From an optimization exercise on the open Yosys and OpenROAD flow, aimed at small area and few clock cycles per item; shortcuts taken in it are not production practice. Only simulation tests tie the RTL to the original design; equivalence was not proved.

## flow/design.v (module list and top-level ports; edited modules follow where they fit)
// module argb_unpremultiply_pixel_top: 989 lines
module argb_unpremultiply_pixel_top (
    input  logic       i_clk,
    input  logic       i_rst_n,
    input  logic       i_valid,
    output logic       o_stall,
    input  logic [7:0] i_alpha,
    input  logic [7:0] i_red_in,
    input  logic [7:0] i_green_in,
    input  logic [7:0] i_blue_in,
    input  logic       i_region_end_in,
    output logic       o_valid,
    input  logic       i_stall,
    output logic [7:0] o_red_out,
    output logic [7:0] o_green_out,
    output logic [7:0] o_blue_out,
    output logic       o_wrapped,
    output logic       o_region_end_out
);
  // ...
==> flow/flow/run.sh <==
#!/bin/bash
# Own layout flow: the standard flow (standard.sh, all ORFS steps, standard synthesis)
# with one change: the port buffers that global placement inserts are
# sky130_fd_sc_hd__buf_1 cells (buffer_ports -buffer_cell) instead of ORFS's pick.
# make's full output goes to own_flow.log; ORFS keeps each step's log under orfs/logs/.
set -euo pipefail
W=$PWD
python3 - "$W" <<'PY'
import sys, re, shlex
w = sys.argv[1]
s = open(w + "/standard.sh").read()
s, n = re.subn(r"(SYNTH_SCRIPT=\S+)", lambda m: m.group(1) + " "
               + shlex.quote("BUFFER_PORTS_ARGS=-buffer_cell sky130_fd_sc_hd__buf_1"), s)
assert n == 1, "SYNTH_SCRIPT not found in standard.sh"
open(w + "/own_standard.sh", "w").write(s)
PY
bash "$W/own_standard.sh" > "$W/own_flow.log" 2>&1
==> flow/standard.sh <==
#!/bin/bash
# synth_recipe.tcl (not shown) runs the flow's synth.tcl, then flattens the netlist and writes it again
# the make line also repeats each setting of config.mk as NAME=value (left out here)
make -C /OpenROAD-flow-scripts/flow DESIGN_CONFIG=/design/flow/config.mk WORK_HOME=/design/flow/orfs CLKGATE_MAP_FILE= SYNTH_SCRIPT=/design/flow/synth_recipe.tcl "${@:-finish}"
==> flow/config.mk <==
export PLATFORM = sky130hd
export DESIGN_NAME = argb_unpremultiply_pixel_top
export DESIGN_NICKNAME = argb_unpremultiply_pixel_top
export VERILOG_FILES = /design/flow/design.v
export SDC_FILE = /design/flow/constraint.sdc
export NUM_CORES = 4
export LEC_CHECK = 0
export ABC_AREA = 1
export CAP_MARGIN = 20
export CORE_MARGIN = 2
export CORE_UTILIZATION = 60
export PLACE_DENSITY = 0.75
export SETUP_SLACK_MARGIN = -0.45
export SLEW_MARGIN = 20
==> flow/constraint.sdc <==
create_clock -name core_clock -period 9.5 [get_ports {i_clk}]
set_input_delay 1.9000 -clock core_clock [delete_from_list [all_inputs] [get_ports {i_clk}]]
set_output_delay 1.9000 -clock core_clock [all_outputs]
set_load 0.01 [all_outputs]
==> results.tsv, run 1 <==
stage	metric	value	unit
outcome	status	complete, no violations	
min_path	hold_depth	0	
finish	seq_share	20.0	%
finish	dominant_cells	multi-input combinational cells	
synthesis	synthSimpleGateAreaFrac	45.9	%
clock_network	clk_latency	0.38	ns
floorplanning	dieArea	28200	um^2
finish	drive_above_1_share	13.3	%
floorplanning	die_h	168	um
synthesis	synth_top_family_by_area	simple AND/OR/NAND/NOR gates	
route	drc	0	
timing	fin_crit	9.25	ns
synthesis	synthAdderAreaFrac	0.597	%
finish	stdcell_area	16700	um^2
job	cap_violations	0	
finish	final_common_cell	nand2_1	
finish	seqCellArea	3340	um^2
finish	inverters	313	
critical_path	worstSetupPathType	reg -> out	
clock_network	clockBufferDepth	2	
timing	slew_viol_final	0	
placement	post-place-ws	0.382	ns
finish	multi_input_gates	1992	
synthesis	synth_top_area_share	20.5	%
route	wl_met1	18.0	mm
critical_path	slowest_stage	edfxtp_1	
critical_path	cp.buffers_inverters	3	
Testbench counts, summed over its fixed seeds: cycles 12,016, items 12,000.
==> inputs of run 2 (changes only) <==
--- a/flow/config.mk
+++ b/flow/config.mk
@@ -8,7 +8,7 @@
 export ABC_AREA = 1
 export CAP_MARGIN = 20
 export CORE_MARGIN = 2
-export CORE_UTILIZATION = 60
-export PLACE_DENSITY = 0.75
+export CORE_UTILIZATION = 50
+export PLACE_DENSITY = 0.7
 export SETUP_SLACK_MARGIN = -0.45
 export SLEW_MARGIN = 20
==> run 2 against run 1 <==
  * Sequential share of layout area is 0.054 points lower
  * Synthesized area stayed put
  * Global-route usage is 3.8 points lower
  * Count of clock-buffer cells in the layout stayed put
  * Final cell count is 1.8% higher
  * Clock skew is 0.0027 ns lower
  * Register-to-register slack worse by 0.08 ns
  * First-iteration DRC count is 2.4% lower
  * Routed wire length is 0.76% higher
  * Flip-flop and latch count stayed put
==> results.tsv, run 2 <==
stage	metric	value	unit	change
synthesis	synthTopCellsByCount	867 x nand2_1, 360 x nand3_1, 290 x inv_1		unchanged
finish	final_common_cell	nand2_1		unchanged
timing	hold_viol	0		unchanged
timing	finalSetupViolCount	0		unchanged
grt	gr-usage-met1	31.5	%	was 35.8%
floorplanning	initial_core_util	50.9	%	was 60.4%
timing	max_slew.worst_pin.slew	0.955	ns	was 0.909 ns
clock_network	clockBufferDepth	2		unchanged
critical_path	timing.rr.end	s2_r_rem[3]		was s2_b_rem[5]
route	drt-initial-drc-count	1102		was 1129
outcome	status	complete, no violations		unchanged
critical_path	crit_start	s2_a[1]		unchanged
timing	rsz0062_at_grt	yes		unchanged
critical_path	crit_required	7.60	ns	about the same
critical_path	worstSetupPathType	reg -> out		unchanged
clock_network	clk_latency	0.38	ns	about the same
timing	whs	0.431	ns	was 0.430 ns
finish	area_growth	4.00	%	was 3.72%
synthesis	synthAdderAreaFrac	0.597	%	unchanged
clock_network	cts_inserted_buffers	9		unchanged
route	drc	0		unchanged
placement	portBuffers	64		unchanged
floorplanning	die_x	184	um	was 168 um
synthesis	synth.area.top_cells	edfxtp_1 20%, nand2_1 20%, nand3_1 11%, xor2_1 11%, inv_1 6.7%		unchanged
synthesis	ys_types	57		unchanged
timing	finClkSkew	0.0179	ns	was 0.0206 ns
synthesis	yosysWarnings	1		unchanged
timing	slew_headroom	36.3	%	was 39.3%
grt	grt_max_degree	61		unchanged
clock_network	cts_hold_buf	0		unchanged
timing	fin_crit	9.29	ns	was 9.25 ns
clock_network	cts_tree	built		unchanged
timing	layout_worst_path_cycle_share	97.8	%	was 97.4%
floorplanning	fp-row-count	65		was 60
critical_path	r2r_start	s1_r_c[1]		was s1_b_c[1]
grt	busiest_layer	met2		unchanged
placement	gp_congestion	0.925		was 0.896
synthesis	ys.flop_type	edfxtp_1		unchanged
floorplanning	die_h	184	um	was 168 um
min_path	hp-class	reg -> reg		unchanged
grt	met3_usage	1.92	%	was 3.10%
critical_path	crit_arrival	7.39	ns	was 7.35 ns
critical_path	worst-path-max-fanout	13		was 5
synthesis	synth_nets	2556		unchanged
critical_path	worstRegToRegCells	69		was 74
grt	antenna_found_initial	0		unchanged
synthesis	yosysTopAreaCell	edfxtp_1		unchanged
synthesis	syn_inst	2513		unchanged
finish	n_antenna_cell	0		unchanged
critical_path	slowest_delay	0.45	ns	was 0.44 ns
finish	drive_above_1_share	12.9	%	was 13.3%
critical_path	cp.buffers_inverters	4		was 3
grt	grt_pass1_vias	14399		was 14117
timing	max_freq	0.108	GHz	about the same
synthesis	synth-async-reset-ratio	0	%	unchanged
route	vias	15598		was 15704
critical_path	cp_top_family	simple AND/OR/NAND/NOR gates		unchanged
route	dr.pass1.iters	6		was 7
timing	worst_slack	0.211	ns	was 0.248 ns
synthesis	synth_seq_cells	112		unchanged
synthesis	syn_area	16100	um^2	unchanged
route	wl_per_cell	14.2	um	was 14.3 um
job	cap_violations	0		unchanged
finish	mostFrequentLayoutCells	857 x nand2_1, 358 x nand3_1, 288 x inv_1, 193 x xor2_1, 110 x edfxtp_1		was 859 x nand2_1, 358 x nand3_1, 288 x inv_1, 194 x xor2_1, 110 x edfxtp_1
placement	post-place-ws	0.308	ns	was 0.382 ns
grt	met2_usage	45.2	%	was 52.7%
synthesis	seq_area_frac_synth	20.7	%	unchanged
floorplanning	dieArea	33800	um^2	was 28200 um^2
synthesis	synth_most_common_cell	nand2_1		unchanged
route	viasPerCell	5.31		was 5.44
synthesis	muxShareOfSynthArea	0	%	unchanged
finish	fin_nets	2574		was 2583
critical_path	slowest_stage	edfxtp_1		unchanged
clock_network	clkSlewWorstSetupHoldPaths	0.10	ns	was 0.09 ns
grt	grt-ovfl-total	0		unchanged
route	ant_nets	0		unchanged
critical_path	rrSetupSlack	0.50	ns	was 0.58 ns
synthesis	synth_top_area_share	20.5	%	unchanged
floorplanning	ios	65		unchanged
synthesis	synth_compound_area_share	6.11	%	unchanged
clock_network	h-tree-depth	3		unchanged
synthesis	synth_xor_area_share	13.6	%	unchanged
grt	grt_pass1_wl	69.2	mm	was 67.5 mm
synthesis	syn_avg_cell_area	6.43	um^2	unchanged
floorplanning	coreArea	31700	um^2	was 26700 um^2
critical_path	crit_path_start_kind	flop		unchanged
critical_path	cpMostUsedCell	nand2_1		unchanged
synthesis	synth_edf_count	110		unchanged
grt	grtUsageTotal	25.1	%	was 28.9%
synthesis	synthSimpleGateAreaFrac	45.9	%	unchanged
critical_path	end_kind	primary output		unchanged
min_path	hold_depth	0		unchanged
clock_network	cts_root_buf	clkbuf_16		unchanged
clock_network	numClockSinks	112		unchanged
min_path	hold_end	s2_end		unchanged
route	wl	41.7	mm	was 41.4 mm
synthesis	synth_top_family_by_area	simple AND/OR/NAND/NOR gates		unchanged
placement	dp_hpwl	32.3	mm	was 31.8 mm
min_path	min_from	s1_end		unchanged
timing	slew_viol_final	0		unchanged
-- run 2: cell count changes in the layout (fill, tap and decap cells not counted), sizes merged --
cell | previous run | this run
nand3b | 18 | 16
nand3 | 452 | 451
clkinvlp | 3 | 1
inv | 307 | 308
nand2 | 916 | 915
buf | 111 | 107
-- run 2: area by class of cell --
type | count | area (um^2)
clock buffers | 9 | 225
clock inverters | 7 | 93.8
fillers | 3180 | 14900
inverters | 312 | 1180
multi-input cells | 1988 | 10900
flip-flops and latches | 112 | 3340
well taps | 402 | 503
repair buffers | 108 | 588
-- run 2: worst max path at each step --
stage | to | slack (ns) | cells past startpoint
after floorplan | s1_b_rem[2] | 1.46 | 51
after global placement | s1_b_rem[1] | 0.43 | 52
after detailed placement | s1_b_rem[2] | 0.31 | 52
after CTS | o_green_out[0] | -0.06 | 61
after global routing | o_green_out[0] | -0.56 | 61
final | o_green_out[0] | 0.21 | 59
-- run 2: stage by stage --
step                utilization [%]  cell area [um^2]  instances  setup TNS (ns)
finish                         53.0             16800       2938               0
global route                   53.0             16800       2938          -10.42
CTS                            52.0             16500       2924         -0.0579
floorplan                         -             16100       2513               0
detailed placement             51.0             16200       2908               0
global placement               51.0             16200       2908               0
-- run 2: timing repair --
action,CTS,global route
setup buffers,0,14
endpoints found under the setup margin,0,13
gates resized for setup,0,46
-- run 2: metal layers --
metal | part of all wire [%] | vias to the layer above
met5 | 0 | -
met4 | 3.0 | 0
met3 | 3.7 | 75
met2 | 49 | 337
met1 | 44 | 7117
li1 | - | 8069
-- run 2: cells by family after synthesis --
logic type,count (synthesis)
XOR/XNOR,246
buffers and inverters,413
adder cells (fa/ha/maj),8
flip-flops,112
AND/OR/NAND/NOR,1571
AO/OA/AOI/OAI,163
==> inputs of run 3 (changes only) <==
--- a/flow/config.mk
+++ b/flow/config.mk
@@ -8,7 +8,7 @@
 export ABC_AREA = 1
 export CAP_MARGIN = 20
 export CORE_MARGIN = 2
-export CORE_UTILIZATION = 50
-export PLACE_DENSITY = 0.7
-export SETUP_SLACK_MARGIN = -0.45
+export CORE_UTILIZATION = 70
+export PLACE_DENSITY = 0.85
+export SETUP_SLACK_MARGIN = -0.2
 export SLEW_MARGIN = 20
==> run 3 against run 2 <==
  * The layout now fails its checks (negative setup slack)
  * First-iteration DRC count grew 41%
  * Global-route usage grew 8.5 points
  * Sequential share of layout area shrank 0.43 points
  * Die area shrank 28%
  * Count of clock-buffer cells in the layout grew 1
  * Synthesized cell count is the same
  * Setup slack lost 0.29 ns
  * Non-clock buffer count grew 17
==> results.tsv, run 3 <==
stage	metric	value	unit	change
job	cap_violations	0		unchanged
floorplanning	die_h	156	um	was 184 um
outcome	status	finished with violations		was complete, no violations
synthesis	syn_inst	2513		unchanged
finish	final_common_cell	nand2_1		unchanged
min_path	hold_depth	0		unchanged
critical_path	worstSetupPathType	reg -> out		unchanged
placement	dp_hpwl	31.5	mm	was 32.3 mm
min_path	hold_end	s2_end		unchanged
floorplanning	dieArea	24300	um^2	was 33800 um^2
synthesis	synth_edf_count	110		unchanged
route	wl	43.3	mm	was 41.7 mm
synthesis	synth_top_area_share	20.5	%	unchanged
finish	mostFrequentLayoutCells	828 x nand2_1, 347 x nand3_1, 288 x inv_1, 191 x xor2_1, 110 x edfxtp_1		was 857 x nand2_1, 358 x nand3_1, 288 x inv_1, 193 x xor2_1, 110 x edfxtp_1
critical_path	cp_top_family	simple AND/OR/NAND/NOR gates		unchanged
synthesis	ys.flop_type	edfxtp_1		unchanged
timing	worst_slack	-0.0816	ns	was 0.211 ns
clock_network	clockBufferDepth	2		unchanged
critical_path	r2r_start	s1_g_c[0]		was s1_r_c[1]
critical_path	slowest_stage	edfxtp_1		unchanged
synthesis	synthTopCellsByCount	867 x nand2_1, 360 x nand3_1, 290 x inv_1		unchanged
floorplanning	ios	65		unchanged
critical_path	timing.rr.end	s2_g_rem[0]		was s2_r_rem[3]
floorplanning	fp-row-count	55		was 65
critical_path	cp.buffers_inverters	3		was 4
timing	finalSetupViolCount	1		was 0
timing	slew_viol_final	0		unchanged
grt	grt_max_degree	59		was 61
synthesis	ys_types	57		unchanged
critical_path	crit_path_start_kind	flop		unchanged
finish	area_growth	6.28	%	was 4.00%
grt	grt_pass1_vias	14735		was 14399
critical_path	slowest_delay	0.44	ns	was 0.45 ns
floorplanning	coreArea	22600	um^2	was 31700 um^2
grt	grt_pass1_wl	67.0	mm	was 69.2 mm
timing	whs	0.425	ns	was 0.431 ns
floorplanning	die_x	156	um	was 184 um
critical_path	cpMostUsedCell	nand2_1		unchanged
finish	fill_cells	1765		was 3180
clock_network	cts_tree	built		unchanged
finish	stdcell_area	17200	um^2	was 16800 um^2
route	vias	16386		was 15598
timing	max_slew.worst_pin.slew	0.856	ns	was 0.955 ns
placement	dpl_cell_area	16000	um^2	was 16200 um^2
min_path	hp-class	reg -> reg		unchanged
clock_network	numClockSinks	112		unchanged
clock_network	cts_root_buf	clkbuf_16		unchanged
critical_path	crit_required	7.60	ns	about the same
finish	n_antenna_cell	0		unchanged
synthesis	synth_most_common_cell	nand2_1		unchanged
timing	fin_crit	9.58	ns	was 9.29 ns
synthesis	synth_seq_cells	112		unchanged
timing	hold_viol	0		unchanged
outcome	violations	negative setup slack		
timing	layout_worst_path_cycle_share	101	%	was 97.8%
finish	drive_above_1_share	16.2	%	was 12.9%
clock_network	cts_hold_buf	0		unchanged
synthesis	syn_area	16100	um^2	unchanged
critical_path	end_kind	primary output		unchanged
finish	fin_nets	2596		was 2574
placement	gp_congestion	0.950		was 0.925
route	drt-initial-drc-count	1551		was 1102
grt	antenna_found_initial	1		was 0
synthesis	syn_avg_cell_area	6.43	um^2	unchanged
route	viasPerCell	5.76		was 5.31
synthesis	yosysTopAreaCell	edfxtp_1		unchanged
min_path	min_from	s1_end		unchanged
synthesis	synth.area.top_cells	edfxtp_1 20%, nand2_1 20%, nand3_1 11%, xor2_1 11%, inv_1 6.7%		unchanged
critical_path	rrSetupSlack	0.63	ns	was 0.50 ns
placement	portBuffers	64		unchanged
critical_path	worstRegToRegCells	74		was 69
timing	slew_headroom	42.9	%	was 36.3%
critical_path	crit_arrival	7.68	ns	was 7.39 ns
grt	grt-ovfl-total	0		unchanged
clock_network	cts_inserted_buffers	9		unchanged
timing	max_freq	0.104	GHz	was 0.108 GHz
timing	finClkSkew	0.0194	ns	was 0.0179 ns
route	wl_per_cell	15.2	um	was 14.2 um
grt	grtUsageTotal	33.6	%	was 25.1%
critical_path	worst-path-max-fanout	6		was 13
synthesis	synth-async-reset-ratio	0	%	unchanged
synthesis	yosysWarnings	1		unchanged
route	drc	0		unchanged
synthesis	seq_area_frac_synth	20.7	%	unchanged
floorplanning	initial_core_util	71.3	%	was 50.9%
route	dr.pass1.iters	10		was 6
clock_network	h-tree-depth	3		unchanged
clock_network	clk_latency	0.37	ns	was 0.38 ns
clock_network	clkSlewWorstSetupHoldPaths	0.08	ns	was 0.10 ns
synthesis	synth_nets	2556		unchanged
route	ant_nets	0		unchanged
==> run 3: changes by cell type in the layout (fill, tap and decap cells not counted), moves of 4 or more <==
cell,before,now
a21oi_4,1,5
nand2_2,52,75
nand2_4,6,13
nand3_1,358,347
nor2_2,6,12
o21ai_1,24,17
buf_4,42,60
nor2_1,89,83
nand2_1,857,828
nand3_2,90,103
o21ai_2,11,18
==> run 3: per-layer routing <==
metal | GRT usage, % | up-vias | wire length, um
li1 | - | 8096 | -
met1 | 38.8 | 7442 | 17200
met2 | 62.1 | 676 | 21300
met3 | 4.11 | 170 | 2930
met4 | 14.8 | 2 | 1900
met5 | 0 | - | 13
==> run 3: worst register-to-register path, delay by kind of cell, from the launching register on <==
kind	cells	cell delay, ns
flops	1	0.44
simple gates	67	6.94
xor+xnor	2	0.52
buf+inv	3	0.32
fa+ha+maj	2	0.42
==> run 3: repair_timing <==
action	CTS	global route
pin swaps	0	45
setup endpoints to repair	1	35
gates resized for setup	2	126
cloned	0	5
buffers inserted	0	31
endpoints found under the hold margin	0	0
==> run 3: stage by stage <==
step / instances / utilization, % / TNS, ns / setup slack (ns)
after global placement: 2791 / 70.8 / 0 / 0.471
after floorplan: 2513 / - / 0 / 1.46
after detailed placement: 2791 / 70.8 / 0 / 0.114
final: 2843 / 75.8 / -0.0816 / -0.0816
after CTS: 2807 / 72.3 / -0.182 / -0.182
after global routing: 2843 / 75.8 / -4.35 / -0.629
==> run 3: kinds of logic (layout without fill, tap and decap cells) <==
logic type | Yosys count | in the layout | share of synthesized area [%]
AND/OR/NAND/NOR | 1571 | 1575 | 45.9
buffers and inverters | 413 | 454 | 13.1
XOR/XNOR | 246 | 246 | 13.6
AO/OA/AOI/OAI | 163 | 163 | 6.11
flip-flops | 112 | 112 | 20.7
adder cells (fa/ha/maj) | 8 | 8 | 0.597
==> run 3: cell type report <==
cell class | count | area, um^2 | share of cell area, %
Timing Repair Buffer | 125 | 713 | 4.16
Inverter | 312 | 1180 | 6.90
Tap cell | 285 | 357 | 2.08
Multi-Input combinational cell | 1992 | 11200 | 65.4
Clock buffer | 10 | 229 | 1.33
Sequential cell | 112 | 3340 | 19.5
Timing Repair inverter | 1 | 5.00 | 0.0292
Clock inverter | 6 | 104 | 0.605
==> run 3: worst max-delay path by stage <==
| stage | cells past startpoint | slack (ns) | to | from |
|---|---|---|---|---|
| 2_1_floorplan | 51 | 1.46 | s1_b_rem[2] | i_blue_in[5] |
| 3_3_place_gp | 60 | 0.47 | o_green_out[0] | s2_a[1] |
| 3_5_place_dp | 60 | 0.11 | o_green_out[0] | s2_a[1] |
| 4_1_cts | 60 | -0.18 | o_green_out[0] | s2_a[1] |
| 5_1_grt | 63 | -0.63 | o_red_out[0] | s2_a[0] |
| 6_report | 63 | -0.08 | o_red_out[0] | s2_a[0] |
==> inputs of run 4 (changes only) <==
==> flow/flow/run.sh (replaced) <==
#!/bin/bash
# Own layout flow: the standard flow (standard.sh, all ORFS steps, standard synthesis)
# with two changes:
#  1. the port buffers that global placement inserts are sky130_fd_sc_hd__buf_1 cells
#     (buffer_ports -buffer_cell) instead of ORFS's pick;
#  2. after global route's timing repair, ORFS's power recovery step runs
#     (RECOVER_POWER, repair_timing -recover_power): it downsizes gates on paths with
#     positive slack.
# make's full output goes to own_flow.log; ORFS keeps each step's log under orfs/logs/.
set -euo pipefail
W=$PWD
RP=$(cat "$W/flow/recover_power.txt" 2>/dev/null || echo 100)
python3 - "$W" "$RP" <<'PY'
import sys, re, shlex
w, rp = sys.argv[1], sys.argv[2]
s = open(w + "/standard.sh").read()
s, n = re.subn(r"(SYNTH_SCRIPT=\S+)", lambda m: m.group(1) + " "
               + shlex.quote("BUFFER_PORTS_ARGS=-buffer_cell sky130_fd_sc_hd__buf_1")
               + " RECOVER_POWER=" + rp, s)
assert n == 1, "SYNTH_SCRIPT not found in standard.sh"
open(w + "/own_standard.sh", "w").write(s)
PY
bash "$W/own_standard.sh" > "$W/own_flow.log" 2>&1
==> flow/flow/recover_power.txt (new file) <==
100
--- a/flow/config.mk
+++ b/flow/config.mk
@@ -8,7 +8,7 @@
 export ABC_AREA = 1
 export CAP_MARGIN = 20
 export CORE_MARGIN = 2
-export CORE_UTILIZATION = 70
-export PLACE_DENSITY = 0.85
-export SETUP_SLACK_MARGIN = -0.2
+export CORE_UTILIZATION = 60
+export PLACE_DENSITY = 0.75
+export SETUP_SLACK_MARGIN = -0.45
 export SLEW_MARGIN = 20
==> run 4 against run 3 <==
  * Critical endpoint is now o_green_out[0]
  * Final cell count grew 1.5%
  * Fails layout checks on max-capacitance violations, max-slew violations
  * Routed wire length shrank 4.6%
==> results.tsv, run 4 <==
stage	metric	value	unit	change
critical_path	end_kind	primary output		unchanged
synthesis	syn_area	16100	um^2	unchanged
floorplanning	initial_core_util	60.4	%	was 71.3%
finish	area_growth	3.53	%	was 6.28%
synthesis	ys_types	57		unchanged
floorplanning	die_x	168	um	was 156 um
critical_path	cp.buffers_inverters	3		unchanged
timing	max_slew.worst_pin.slew	2.92	ns	was 0.856 ns
synthesis	synth_nets	2556		unchanged
clock_network	h-tree-depth	3		unchanged
finish	multi_input_area	10900	um^2	was 11200 um^2
timing	layout_worst_path_cycle_share	97.3	%	was 101%
finish	fin_nets	2583		was 2596
critical_path	worst-path-max-fanout	5		was 6
floorplanning	ios	65		unchanged
route	viasPerCell	5.43		was 5.76
route	vias	15671		was 16386
synthesis	synth_top_area_share	20.5	%	unchanged
outcome	status	finished with violations		unchanged
floorplanning	coreArea	26700	um^2	was 22600 um^2
route	wl_per_cell	14.3	um	was 15.2 um
clock_network	cts_root_buf	clkbuf_16		unchanged
critical_path	timing.rr.end	s2_g_rem[1]		was s2_g_rem[0]
synthesis	synth-async-reset-ratio	0	%	unchanged
timing	finClkSkew	0.0202	ns	was 0.0194 ns
timing	slew_headroom	-94.7	%	was 42.9%
synthesis	yosysWarnings	1		unchanged
finish	fill_cells	2533		was 1765
floorplanning	fp-row-count	60		was 55
grt	grt-ovfl-total	0		unchanged
grt	grtUsageTotal	28.9	%	was 33.6%
clock_network	clkSlewWorstSetupHoldPaths	0.09	ns	was 0.08 ns
timing	fin_crit	9.24	ns	was 9.58 ns
finish	seqCellArea	3340	um^2	unchanged
timing	finalSetupViolCount	0		was 1
route	drt-initial-drc-count	1097		was 1551
placement	gp_congestion	0.896		was 0.950
synthesis	yosysTopAreaCell	edfxtp_1		unchanged
timing	whs	0.429	ns	was 0.425 ns
finish	utilization	62.6	%	was 75.8%
clock_network	cts_tree	built		unchanged
timing	finalSetupTns	0	ns	was -0.0816 ns
critical_path	cp.depth	61		was 63
clock_network	cts_hold_buf	0		unchanged
min_path	hp-class	reg -> reg		unchanged
timing	rsz0062_at_grt	yes		
critical_path	slowest_stage	edfxtp_1		unchanged
finish	final_common_cell	nand2_1		unchanged
finish	n_antenna_cell	0		unchanged
finish	drive_above_1_share	12.9	%	was 16.2%
floorplanning	die_h	168	um	was 156 um
min_path	min_from	s1_end		unchanged
min_path	hold_depth	0		unchanged
clock_network	clk_latency	0.38	ns	was 0.37 ns
synthesis	syn_avg_cell_area	6.43	um^2	unchanged
synthesis	synth_seq_cells	112		unchanged
outcome	violations	max-capacitance violations, max-slew violations		was negative setup slack
critical_path	crit_path_start_kind	flop		unchanged
critical_path	crit_arrival	7.34	ns	was 7.68 ns
route	dr.pass1.iters	7		was 10
placement	dp_hpwl	31.8	mm	was 31.5 mm
grt	antenna_found_initial	0		was 1
grt	grt_pass1_wl	67.5	mm	was 67.0 mm
route	wl	41.4	mm	was 43.3 mm
synthesis	syn_inst	2513		unchanged
critical_path	worstSetupPathType	reg -> out		unchanged
clock_network	cts_inserted_buffers	9		unchanged
timing	max_freq	0.108	GHz	was 0.104 GHz
job	cap_violations	3		was 0
min_path	hold_end	s2_end		unchanged
route	drc	0		unchanged
critical_path	cp_top_family	simple AND/OR/NAND/NOR gates		unchanged
critical_path	slowest_delay	0.44	ns	about the same
synthesis	ys.flop_type	edfxtp_1		unchanged
critical_path	crit_required	7.60	ns	about the same
grt	grt_max_degree	61		was 59
finish	mostFrequentLayoutCells	859 x nand2_1, 358 x nand3_1, 289 x inv_1, 194 x xor2_1, 110 x edfxtp_1		was 828 x nand2_1, 347 x nand3_1, 288 x inv_1, 191 x xor2_1, 110 x edfxtp_1
timing	hold_viol	0		unchanged
grt	grt_pass1_vias	14117		was 14735
critical_path	worstRegToRegCells	65		was 74
clock_network	numClockSinks	112		unchanged
synthesis	seq_area_frac_synth	20.7	%	unchanged
synthesis	synth.area.top_cells	edfxtp_1 20%, nand2_1 20%, nand3_1 11%, xor2_1 11%, inv_1 6.7%		unchanged
floorplanning	dieArea	28200	um^2	was 24300 um^2
synthesis	synthTopCellsByCount	867 x nand2_1, 360 x nand3_1, 290 x inv_1		unchanged
clock_network	clockBufferDepth	2		unchanged
critical_path	rrSetupSlack	0.52	ns	was 0.63 ns
synthesis	synth_most_common_cell	nand2_1		unchanged
synthesis	synth_edf_count	110		unchanged
placement	portBuffers	64		unchanged
critical_path	r2r_start	s1_a[2]		was s1_g_c[0]
critical_path	cpMostUsedCell	nand2_1		unchanged
timing	slew_viol_final	147		was 0
route	ant_nets	0		unchanged
[run 4: cell counts after synthesis]
Identical to the previous run, type by type.
[run 4: layout make-up]
cell class / count / share of cell area (%)
clock inverter: 7 / 0.434
tap: 341 / 2.55
multi-input combinational: 1992 / 65.1
timing repair buffer: 112 / 3.44
timing repair inverter: 1 / 0.0299
clock buffer: 9 / 1.35
inverter: 312 / 7.08
sequential: 112 / 20.0
[run 4: routing by layer]
metal	routed length [um]	GRT usage, %
met1	18000	35.8
met2	20400	52.7
met3	1890	3.10
met4	1080	9.30
met5	0	0
[run 4: timing repair]
item / in CTS / in global routing
setup buffers: 0 / 15
endpoints found under the setup margin: 0 / 10
gates resized for setup: 0 / 46
[run 4: worst reg2reg max path: cells and delay by family (launching register included)]
kind / cells / cell delay (ns)
simple gates: 62 / 6.83
buf+inv: 2 / 1.27
flops: 1 / 0.35
xor+xnor: 1 / 0.29
[run 4: cells by family after synthesis]
family | synth area share (%)
buf+inv | 13.1
fa+ha+maj | 0.597
compound gates | 6.11
simple gates | 45.9
flops | 20.7
xor+xnor | 13.6
[run 4: worst max path at each step]
| stage | from | end | slack [ns] |
|---|---|---|---|
| finish | s2_a[1] | o_green_out[0] | 0.26 |
| global route | s2_a[1] | o_green_out[0] | -0.64 |
| CTS | s2_a[1] | o_blue_out[0] | -0.00008 |
| detailed placement | i_alpha[6] | s1_b_rem[2] | 0.38 |
| global placement | i_alpha[6] | s1_b_rem[2] | 0.60 |
| floorplan | i_blue_in[5] | s1_b_rem[2] | 1.46 |
[run 4: metrics by stage]
step,setup slack (ns),std cells,instance area (um^2)
3_5_place_dp,0.382,2850,16100
4_1_cts,-0.0000844,2866,16400
5_1_grt,-0.636,2886,16700
3_3_place_gp,0.597,2850,16100
6_report,0.255,2886,16700
2_1_floorplan,1.46,2513,16100

static timing again, ports no longer ideal:
How much do the figures lean on ideal ports? The routed layouts below were timed once more, with nothing changed but the port constraints.
Step 1 (the two cells are an assumption about what drives the block):
set clk [get_ports {i_clk}]
set_driving_cell -lib_cell sky130_fd_sc_hd__clkbuf_16 $clk
set_driving_cell -lib_cell sky130_fd_sc_hd__buf_2 [delete_from_list [all_inputs] $clk]
Step 2 adds t to the input delays and takes it off the output delays; t is the mean of the earliest and latest rising clock arrival at the registers after step 1. Input paths then give back, and output paths get back, about the clock's delay inside the block.
a / b / c = no drivers / after step 1 / after step 2; a / b = the first two.
run	shift t [ns]	setup slack, ns	worst setup path at the end
run 1	0.419	0.248 / 0.198 / 0.363	input to register
run 2	0.424	0.211 / 0.160 / 0.238	input to register
run 3	0.412	-0.082 / -0.134 / 0.279	register to output
run 4	0.420	0.255 / 0.206 / 0.336	input to register
